From an optimization exercise on the open Yosys and OpenROAD flow, aimed at a short achievable clock period and few clock cycles; shortcuts taken in it are not production practice. In this exercise RTL edits were held to simulation tests only and were not proved equivalent to the original. No activity file was given, so power comes from the tool's default toggle rates.

==> branch raven: inputs <==
==> flow/design.v (excerpt) <==
module rv_core_top
#(
    parameter logic [XLEN-1:0] RESET_PC = '0
) (
    input  wire logic            clk_i,
    input  wire logic            rst_n_i,
    output logic      [XLEN-1:0] inst_addr_o,
    input  wire logic [XLEN-1:0] inst_i,
    output logic                 mem_wen_o,
    output logic      [XLEN-1:0] mem_waddr_o,
    output logic      [XLEN-1:0] mem_wdata_o,
    output logic      [7:0]      mem_wmask_o,
    output logic      [XLEN-1:0] mem_raddr_o,
    input  wire logic [XLEN-1:0] mem_rdata_i
);
    logic [XLEN-1:0]     pc;
    logic [XLEN-1:0]     pc4;
    logic                f_addi, f_lui, f_auipc, f_jal, f_jalr, f_lw, f_sw, f_wrx;
    logic                f_use1, f_imm0;
    logic [NUM_REGS-1:0] f_rs1_oh, f_rs2_oh, f_rd_oh;
    logic [XLEN-1:0]     f_imm_a;
    logic [4:0]          f_rs1, f_rs2;
    logic                hazard;
    logic                f_jalr_now;
    logic                take_sum;
    logic                take_jt;
    logic                jal_go;
    logic [24:0]         hi_inc, hi_dec;
    logic [6:0]          jal_lo;
    logic                jal_c7;
    logic [XLEN-1:0]     pc_next;
    logic                f_seq;
    logic                take_rf;
    logic                f_jal_short;
    logic [NUM_REGS-1:0] f_mask;
    logic                lc_valid;
    logic [4:0]          lc_rd;
    logic [XLEN-1:0]     lc_val;
    logic                x_link;
    logic [4*XLEN-1:0]   f_rpart1, f_rpart2;
    logic                x_valid;
    logic [XLEN-1:0]     x_inst;
    logic [XLEN-1:0]     x_pc;
    logic [XLEN-1:0]     x_pc4;
    logic                x_addi, x_lui, x_auipc, x_jalr, x_lw, x_sw, x_wrx;
    logic [NUM_REGS-1:0] x_rd_oh;
    logic [4:0]          x_rd;
    logic [4*XLEN-1:0]   x_rp1, x_rp2;
    logic [XLEN-1:0]     x_xb1, x_xb2, x_sb1, x_sb2;
    logic                f_hx1, f_hx2, f_hs1, f_hs2;
    logic                x_jlong;
    logic [XLEN-1:0]     x_jt;
    logic [XLEN-1:0]     x_imm_a;
    logic [XLEN-1:0]     rs1_data;
  ...
==> flow/config.mk <==
export PLATFORM = sky130hd
export DESIGN_NAME = rv_core_top
export DESIGN_NICKNAME = rv_core_top
export VERILOG_FILES = /design/flow/design.v
export SDC_FILE = /design/flow/constraint.sdc
export NUM_CORES = 8
export LEC_CHECK = 0
export ABC_CLOCK_PERIOD_IN_PS = 3500
export CAP_MARGIN = 20
export CORE_MARGIN = 2
export CORE_UTILIZATION = 55
export SLEW_MARGIN = 20
export SYNTH_HIERARCHICAL = 1
==> flow/constraint.sdc <==
create_clock -name core_clock -period 13.0 [get_ports {clk_i}]
set_input_delay 2.6000 -clock core_clock [delete_from_list [all_inputs] [get_ports {clk_i}]]
set_output_delay 2.6000 -clock core_clock [all_outputs]
set_load 0.01 [all_outputs]
standard.sh (not shown) runs the stock make flow with config.mk's settings and CLKGATE_MAP_FILE= SYNTH_SCRIPT=/design/flow/synth_recipe.tcl, a recipe that flattens the netlist after the stock synthesis.
==> flow/flow/run.sh <==
#!/bin/bash
# Own layout flow: the standard ORFS flow (standard.sh), with
#  - the platform's don't-use cells plus the 4-input OR/NOR cells
#    (dont_use.txt), which are slow on long wires; the registers that
#    synthesis makes are unchanged;
#  - port buffers of a plain buffer cell (buf_4) that repair may resize.
# The SDC, clock period, I/O delays and loads are the standard flow's, unchanged.
# Each make run writes its full output to a log file here; ORFS's per-step
# logs are under orfs/logs.
set -euo pipefail
DONT_USE="DONT_USE_CELLS=$(cat flow/dont_use.txt)"
KNOBS=(
  SETUP_SLACK_MARGIN=9.3
  TNS_END_PERCENT=100
  MATCH_CELL_FOOTPRINT=0
  "BUFFER_PORTS_ARGS=-buffer_cell sky130_fd_sc_hd__buf_4"
)
bash standard.sh "$DONT_USE" synth > std_synth.log 2>&1
bash standard.sh "$DONT_USE" "${KNOBS[@]}" finish > std_finish.log 2>&1
Other scripts of this flow, unchanged in this note and not shown: flow/flow/dont_use.txt
==> branch cedar (differences from branch raven) <==
--- a/flow/design.v
+++ b/flow/design.v
@@ -127,19 +127,17 @@
     assign jal_go_o   = jal && jal_short_o && !redirect_o;
     assign seq_o      = !redirect_o && !(jal && jal_short_o) && !hold_o &&
                         !(jalr && imm0 && ((xw_rs1 && x_addi_i) ||
                                            (lc_valid_i && (rs1 == lc_rd_i) &&
                                             !(xw_rs1 && (x_wrx_i || x_lw_i)))));
 endmodule
 module rv_pc_reg
 #(
-    parameter logic [XLEN-1:0] RESET_PC = '0,
-    parameter int              LSB      = 0,
-    parameter int              W        = 8
+    parameter logic [XLEN-1:0] RESET_PC = '0
 ) (
     input  wire logic            clk_i,
     input  wire logic            rst_n_i,
     input  wire logic            jal_go_i,
     input  wire logic [6:0]      jal_lo_i,
     input  wire logic            jal_c7_i,
     input  wire logic            jal_neg_i,   
     input  wire logic [24:0]     hi_inc_i,
@@ -148,46 +146,40 @@
     input  wire logic [XLEN-1:0] sum_i,
     input  wire logic            take_jt_i,
     input  wire logic [XLEN-1:0] jt_i,
     input  wire logic            take_rf_i,
     input  wire logic [XLEN-1:0] rf_i,
     input  wire logic            hold_i,
     input  wire logic            seq_i,
     input  wire logic [XLEN-1:0] pc4_i,
-    output logic      [W-1:0]    pc_next_o,
-    output logic      [W-1:0]    pc_o
+    output logic      [XLEN-1:0] pc_next_o,
+    output logic      [XLEN-1:0] pc_o
 );
-    logic [W-1:0] c1;
-    logic [W-1:0] c0;
-    for (genvar k = 0; k < W; k++) begin : g_bit
-        localparam int B = LSB + k;
-        logic other;
-        assign other = (take_sum_i && (B != 0) && sum_i[B]) ||
-                       (take_jt_i  && jt_i[B]) ||
-                       (take_rf_i  && (B != 0) && rf_i[B]) ||
-                       (hold_i     && pc_o[k]) ||
-                       (seq_i      && pc4_i[B]);
-        if (B < 7) begin : g_lo
-            assign c1[k] = jal_go_i ? jal_lo_i[B] : other;
-            assign c0[k] = c1[k];
-        end else begin : g_hi
-            assign c1[k] = !jal_go_i ? other : (jal_neg_i ? pc_o[k] : hi_inc_i[B-7]);
-            assign c0[k] = !jal_go_i ? other : (jal_neg_i ? hi_dec_i[B-7] : pc_o[k]);
-        end
-    end
-    rv_mux2 #(.W(W)) i_c7 (
-        .a_i     (c1),
-        .b_i     (c0),
+    logic [XLEN-1:0] other;
+    logic [24:0]     hi_c1;
+    logic [24:0]     hi_c0;
+    logic [24:0]     hi;
+    assign other = ({XLEN{take_sum_i}} & {sum_i[XLEN-1:1], 1'b0}) |
+                   ({XLEN{take_jt_i}}  & jt_i) |
+                   ({XLEN{take_rf_i}}  & {rf_i[XLEN-1:1], 1'b0}) |
+                   ({XLEN{hold_i}}     & pc_o) |
+                   ({XLEN{seq_i}}      & pc4_i);
+    assign hi_c1 = !jal_go_i ? other[31:7] : (jal_neg_i ? pc_o[31:7] : hi_inc_i);
+    assign hi_c0 = !jal_go_i ? other[31:7] : (jal_neg_i ? hi_dec_i : pc_o[31:7]);
+    rv_mux2 #(.W(25)) i_hi (
+        .a_i     (hi_c1),
+        .b_i     (hi_c0),
         .sel_a_i (jal_c7_i),
-        .y_o     (pc_next_o)
+        .y_o     (hi)
     );
+    assign pc_next_o = {hi, jal_go_i ? jal_lo_i : other[6:0]};
     always_ff @(posedge clk_i or negedge rst_n_i) begin
         if (!rst_n_i) begin
-            pc_o <= RESET_PC[LSB +: W];
+            pc_o <= RESET_PC;
         end else begin
             pc_o <= pc_next_o;
         end
     end
 endmodule
 module rv_mux2
 #(
     parameter int W = 32
@@ -521,65 +513,39 @@
         .dec_o (hi_dec)
     );
     rv_jal i_rv_jal (
         .inst_i   (inst_i),
         .pc_i     (pc),
         .lo_o     (jal_lo),
         .c7_o     (jal_c7)
     );
-    for (genvar g = 0; g < 4; g++) begin : g_pc
-        logic s_jal_go, s_take_sum, s_take_jt, s_hold, s_seq, s_take_rf;
-        rv_fsel i_rv_fsel (
-            .inst_i      (inst_i),
-            .x_valid_i   (x_valid),
-            .x_addi_i    (x_addi),
-            .x_wrx_i     (x_wrx),
-            .lc_valid_i  (lc_valid),
-            .lc_rd_i     (lc_rd),
-            .x_lw_i      (x_lw),
-            .x_jalr_i    (x_jalr),
-            .x_jlong_i   (x_jlong),
-            .x_rd_i      (x_rd),
-            .jal_go_o    (s_jal_go),
-            .take_sum_o  (s_take_sum),
-            .take_jt_o   (s_take_jt),
-            .hold_o      (s_hold),
-            .seq_o       (s_seq),
-            .jalr_now_o  (),
-            .take_rf_o   (s_take_rf),
-            .jal_short_o (),
-            .redirect_o  ()
-        );
-        rv_pc_reg #(
-            .RESET_PC (RESET_PC),
-            .LSB      (8 * g),
-            .W        (8)
-        ) i_rv_pc_reg (
-            .clk_i        (clk_i),
-            .rst_n_i      (rst_n_i),
-            .jal_go_i     (s_jal_go),
-            .jal_lo_i     (jal_lo),
-            .jal_c7_i     (jal_c7),
-            .jal_neg_i    (inst_i[31]),
-            .hi_inc_i     (hi_inc),
-            .hi_dec_i     (hi_dec),
-            .take_sum_i   (s_take_sum),
-            .sum_i        (x_sum),
-            .take_jt_i    (s_take_jt),
-            .jt_i         (x_jt),
-            .take_rf_i    (s_take_rf),
-            .rf_i         (lc_val),
-            .hold_i       (s_hold),
-            .seq_i        (s_seq),
-            .pc4_i        (pc4),
-            .pc_next_o    (pc_next[8*g +: 8]),
-            .pc_o         (pc[8*g +: 8])
-        );
-    end
+    rv_pc_reg #(
+        .RESET_PC (RESET_PC)
+    ) i_rv_pc_reg (
+        .clk_i        (clk_i),
+        .rst_n_i      (rst_n_i),
+        .jal_go_i     (jal_go),
+        .jal_lo_i     (jal_lo),
+        .jal_c7_i     (jal_c7),
+        .jal_neg_i    (inst_i[31]),
+        .hi_inc_i     (hi_inc),
+        .hi_dec_i     (hi_dec),
+        .take_sum_i   (take_sum),
+        .sum_i        (x_sum),
+        .take_jt_i    (take_jt),
+        .jt_i         (x_jt),
+        .take_rf_i    (take_rf),
+        .rf_i         (lc_val),
+        .hold_i       (hazard),
+        .seq_i        (f_seq),
+        .pc4_i        (pc4),
+        .pc_next_o    (pc_next),
+        .pc_o         (pc)
+    );
     rv_pc_out #(
         .RESET_PC (RESET_PC)
     ) i_rv_pc_out (
         .clk_i       (clk_i),
         .rst_n_i     (rst_n_i),
         .pc_next_i   (pc_next),
         .inst_addr_o (inst_addr_o)
     );
==> flow/config.mk (replaced) <==
export PLATFORM = sky130hd
export DESIGN_NAME = rv_core_top
export DESIGN_NICKNAME = rv_core_top
export VERILOG_FILES = /design/flow/design.v
export SDC_FILE = /design/flow/constraint.sdc
export NUM_CORES = 8
export LEC_CHECK = 0
export ABC_CLOCK_PERIOD_IN_PS = 3500
export CAP_MARGIN = 20
export CORE_MARGIN = 2
export CORE_UTILIZATION = 40
export SLEW_MARGIN = 20
export SYNTH_HIERARCHICAL = 1
==> branch lagoon (differences from branch raven) <==
--- a/flow/design.v
+++ b/flow/design.v
@@ -41,22 +41,26 @@
     output logic      [W:0]   s_o
 );
     assign s_o = {1'b0, a_i} + {1'b0, b_i} + {{W{1'b0}}, cin_i};
 endmodule
 module rv_jal
 (
     input  wire logic [XLEN-1:0] inst_i,
     input  wire logic [XLEN-1:0] pc_i,
-    output logic      [6:0]      lo_o,
-    output logic                 c7_o       
+    input  wire logic [24:0]     hi_inc_i,
+    input  wire logic [24:0]     hi_dec_i,
+    output logic      [XLEN-1:0] target_o
 );
-    logic [3:0] s_a;
-    logic [3:0] s_b0;
-    logic [3:0] s_b1;
+    logic [3:0]  s_a;
+    logic [3:0]  s_b0;
+    logic [3:0]  s_b1;
+    logic        c7;
+    logic [24:0] hi_c1;
+    logic [24:0] hi_c0;
     rv_addc #(.W(3)) i_a (
         .a_i   (pc_i[3:1]),
         .b_i   (inst_i[23:21]),
         .cin_i (1'b0),
         .s_o   (s_a)
     );
     rv_addc #(.W(3)) i_b0 (
         .a_i   (pc_i[6:4]),
@@ -65,18 +69,21 @@
         .s_o   (s_b0)
     );
     rv_addc #(.W(3)) i_b1 (
         .a_i   (pc_i[6:4]),
         .b_i   (inst_i[26:24]),
         .cin_i (1'b1),
         .s_o   (s_b1)
     );
-    assign lo_o = {(s_a[3] ? s_b1[2:0] : s_b0[2:0]), s_a[2:0], pc_i[0]};
-    assign c7_o = s_a[3] ? s_b1[3] : s_b0[3];
+    assign c7 = s_a[3] ? s_b1[3] : s_b0[3];
+    assign hi_c1 = inst_i[31] ? pc_i[31:7] : hi_inc_i;
+    assign hi_c0 = inst_i[31] ? hi_dec_i : pc_i[31:7];
+    assign target_o = {(c7 ? hi_c1 : hi_c0),
+                       (s_a[3] ? s_b1[2:0] : s_b0[2:0]), s_a[2:0], pc_i[0]};
 endmodule
 module rv_fsel
 (
     input  wire logic [XLEN-1:0] inst_i,
     input  wire logic            x_valid_i,
     input  wire logic            x_addi_i,
     input  wire logic            x_wrx_i,     
     input  wire logic            lc_valid_i,  
@@ -134,57 +141,38 @@
 #(
     parameter logic [XLEN-1:0] RESET_PC = '0,
     parameter int              LSB      = 0,
     parameter int              W        = 8
 ) (
     input  wire logic            clk_i,
     input  wire logic            rst_n_i,
     input  wire logic            jal_go_i,
-    input  wire logic [6:0]      jal_lo_i,
-    input  wire logic            jal_c7_i,
-    input  wire logic            jal_neg_i,   
-    input  wire logic [24:0]     hi_inc_i,
-    input  wire logic [24:0]     hi_dec_i,
+    input  wire logic [XLEN-1:0] jal_i,
     input  wire logic            take_sum_i,
     input  wire logic [XLEN-1:0] sum_i,
     input  wire logic            take_jt_i,
     input  wire logic [XLEN-1:0] jt_i,
     input  wire logic            take_rf_i,
     input  wire logic [XLEN-1:0] rf_i,
     input  wire logic            hold_i,
     input  wire logic            seq_i,
     input  wire logic [XLEN-1:0] pc4_i,
     output logic      [W-1:0]    pc_next_o,
     output logic      [W-1:0]    pc_o
 );
-    logic [W-1:0] c1;
-    logic [W-1:0] c0;
     for (genvar k = 0; k < W; k++) begin : g_bit
         localparam int B = LSB + k;
-        logic other;
-        assign other = (take_sum_i && (B != 0) && sum_i[B]) ||
-                       (take_jt_i  && jt_i[B]) ||
-                       (take_rf_i  && (B != 0) && rf_i[B]) ||
-                       (hold_i     && pc_o[k]) ||
-                       (seq_i      && pc4_i[B]);
-        if (B < 7) begin : g_lo
-            assign c1[k] = jal_go_i ? jal_lo_i[B] : other;
-            assign c0[k] = c1[k];
-        end else begin : g_hi
-            assign c1[k] = !jal_go_i ? other : (jal_neg_i ? pc_o[k] : hi_inc_i[B-7]);
-            assign c0[k] = !jal_go_i ? other : (jal_neg_i ? hi_dec_i[B-7] : pc_o[k]);
-        end
+        assign pc_next_o[k] = (jal_go_i   && jal_i[B]) ||
+                              (take_sum_i && (B != 0) && sum_i[B]) ||
+                              (take_jt_i  && jt_i[B]) ||
+                              (take_rf_i  && (B != 0) && rf_i[B]) ||
+                              (hold_i     && pc_o[k]) ||
+                              (seq_i      && pc4_i[B]);
     end
-    rv_mux2 #(.W(W)) i_c7 (
-        .a_i     (c1),
-        .b_i     (c0),
-        .sel_a_i (jal_c7_i),
-        .y_o     (pc_next_o)
-    );
     always_ff @(posedge clk_i or negedge rst_n_i) begin
         if (!rst_n_i) begin
             pc_o <= RESET_PC[LSB +: W];
         end else begin
             pc_o <= pc_next_o;
         end
     end
 endmodule
@@ -429,18 +417,16 @@
     logic [XLEN-1:0]     f_imm_a;
     logic [4:0]          f_rs1, f_rs2;
     logic                hazard;
     logic                f_jalr_now;
     logic                take_sum;
     logic                take_jt;
     logic                jal_go;
     logic [24:0]         hi_inc, hi_dec;
-    logic [6:0]          jal_lo;
-    logic                jal_c7;
     logic [XLEN-1:0]     pc_next;
     logic                f_seq;
     logic                take_rf;
     logic                f_jal_short;
     logic [NUM_REGS-1:0] f_mask;
     logic                lc_valid;
     logic [4:0]          lc_rd;
     logic [XLEN-1:0]     lc_val;
@@ -515,24 +501,26 @@
         .redirect_o  (redirect)
     );
     rv_pc_hi i_rv_pc_hi (
         .pc_i  (pc),
         .pc4_o (pc4),
         .inc_o (hi_inc),
         .dec_o (hi_dec)
     );
-    rv_jal i_rv_jal (
-        .inst_i   (inst_i),
-        .pc_i     (pc),
-        .lo_o     (jal_lo),
-        .c7_o     (jal_c7)
-    );
     for (genvar g = 0; g < 4; g++) begin : g_pc
         logic s_jal_go, s_take_sum, s_take_jt, s_hold, s_seq, s_take_rf;
+        logic [XLEN-1:0] s_jal_target;
+        rv_jal i_rv_jal (
+            .inst_i   (inst_i),
+            .pc_i     (pc),
+            .hi_inc_i (hi_inc),
+            .hi_dec_i (hi_dec),
+            .target_o (s_jal_target)
+        );
         rv_fsel i_rv_fsel (
             .inst_i      (inst_i),
             .x_valid_i   (x_valid),
             .x_addi_i    (x_addi),
             .x_wrx_i     (x_wrx),
             .lc_valid_i  (lc_valid),
             .lc_rd_i     (lc_rd),
             .x_lw_i      (x_lw),
@@ -552,21 +540,17 @@
         rv_pc_reg #(
             .RESET_PC (RESET_PC),
             .LSB      (8 * g),
             .W        (8)
         ) i_rv_pc_reg (
             .clk_i        (clk_i),
             .rst_n_i      (rst_n_i),
             .jal_go_i     (s_jal_go),
-            .jal_lo_i     (jal_lo),
-            .jal_c7_i     (jal_c7),
-            .jal_neg_i    (inst_i[31]),
-            .hi_inc_i     (hi_inc),
-            .hi_dec_i     (hi_dec),
+            .jal_i        (s_jal_target),
             .take_sum_i   (s_take_sum),
             .sum_i        (x_sum),
             .take_jt_i    (s_take_jt),
             .jt_i         (x_jt),
             .take_rf_i    (s_take_rf),
             .rf_i         (lc_val),
             .hold_i       (s_hold),
             .seq_i        (s_seq),
==> summary of the runs <==
The highest cell area belongs to branch raven, the lowest to branch cedar. Of branch cedar and branch lagoon, branch lagoon has the higher global-route usage (gap 11 points). Final cell count: branch lagoon < branch raven < branch cedar. Against branch raven, the synthesized cell count of branch cedar is smaller by about 4.6%. Of branch lagoon and branch raven, branch lagoon has the higher first-iteration DRC count (gap 6.2%, measured against branch raven). The lowest clock skew belongs to branch cedar, the highest to branch raven. Against branch cedar, the synthesized area of branch lagoon is higher by 3.1%. The lowest count of clock-buffer cells in the layout belongs to branch raven, the highest to branch cedar. In branch raven the combinational power is larger than in branch cedar, by about 3%. Of branch raven and branch cedar, branch cedar has the higher fmax (gap about 0.5%, measured against branch cedar).
Testbench counts of branch raven, summed over its fixed seeds: cycles 39,094.
Testbench counts of branch cedar, summed over its fixed seeds: cycles 39,094.
Testbench counts of branch lagoon, summed over its fixed seeds: cycles 39,094.

-- what the ideal ports hide --
Ports are ideal in the flow. The routed layouts listed here were re-timed in OpenROAD. Step 1: set_driving_cell puts a clkbuf_16 on clk_i and a buf_2 on each other input, an assumption about the parent block. Step 2 moves the port delays by t, midway between the first and last clock arrival at a register: inputs arrive t later, outputs are due t later. That takes back most of the time a late clock gives input paths. a / b / c = ideal ports / drivers / drivers and shift; a / b = the first two.
run	shift t [ns]	slack for setup (ns)	hold slack, ns	cell pins on the clock port's net
branch raven	0.908	8.812 / 8.749 / 7.840	0.350 / 0.350 / 0.350	1
branch cedar	0.923	8.833 / 8.832 / 7.953	0.351 / 0.351 / 0.351	1
branch lagoon	0.913	8.952 / 8.870 / 8.168	0.351 / 0.351 / 0.351	1
After both steps every run listed still meets setup and hold. The setup slack of branch raven, which loses most, moves by -0.063 ns with the drivers and by -0.972 ns with both steps.
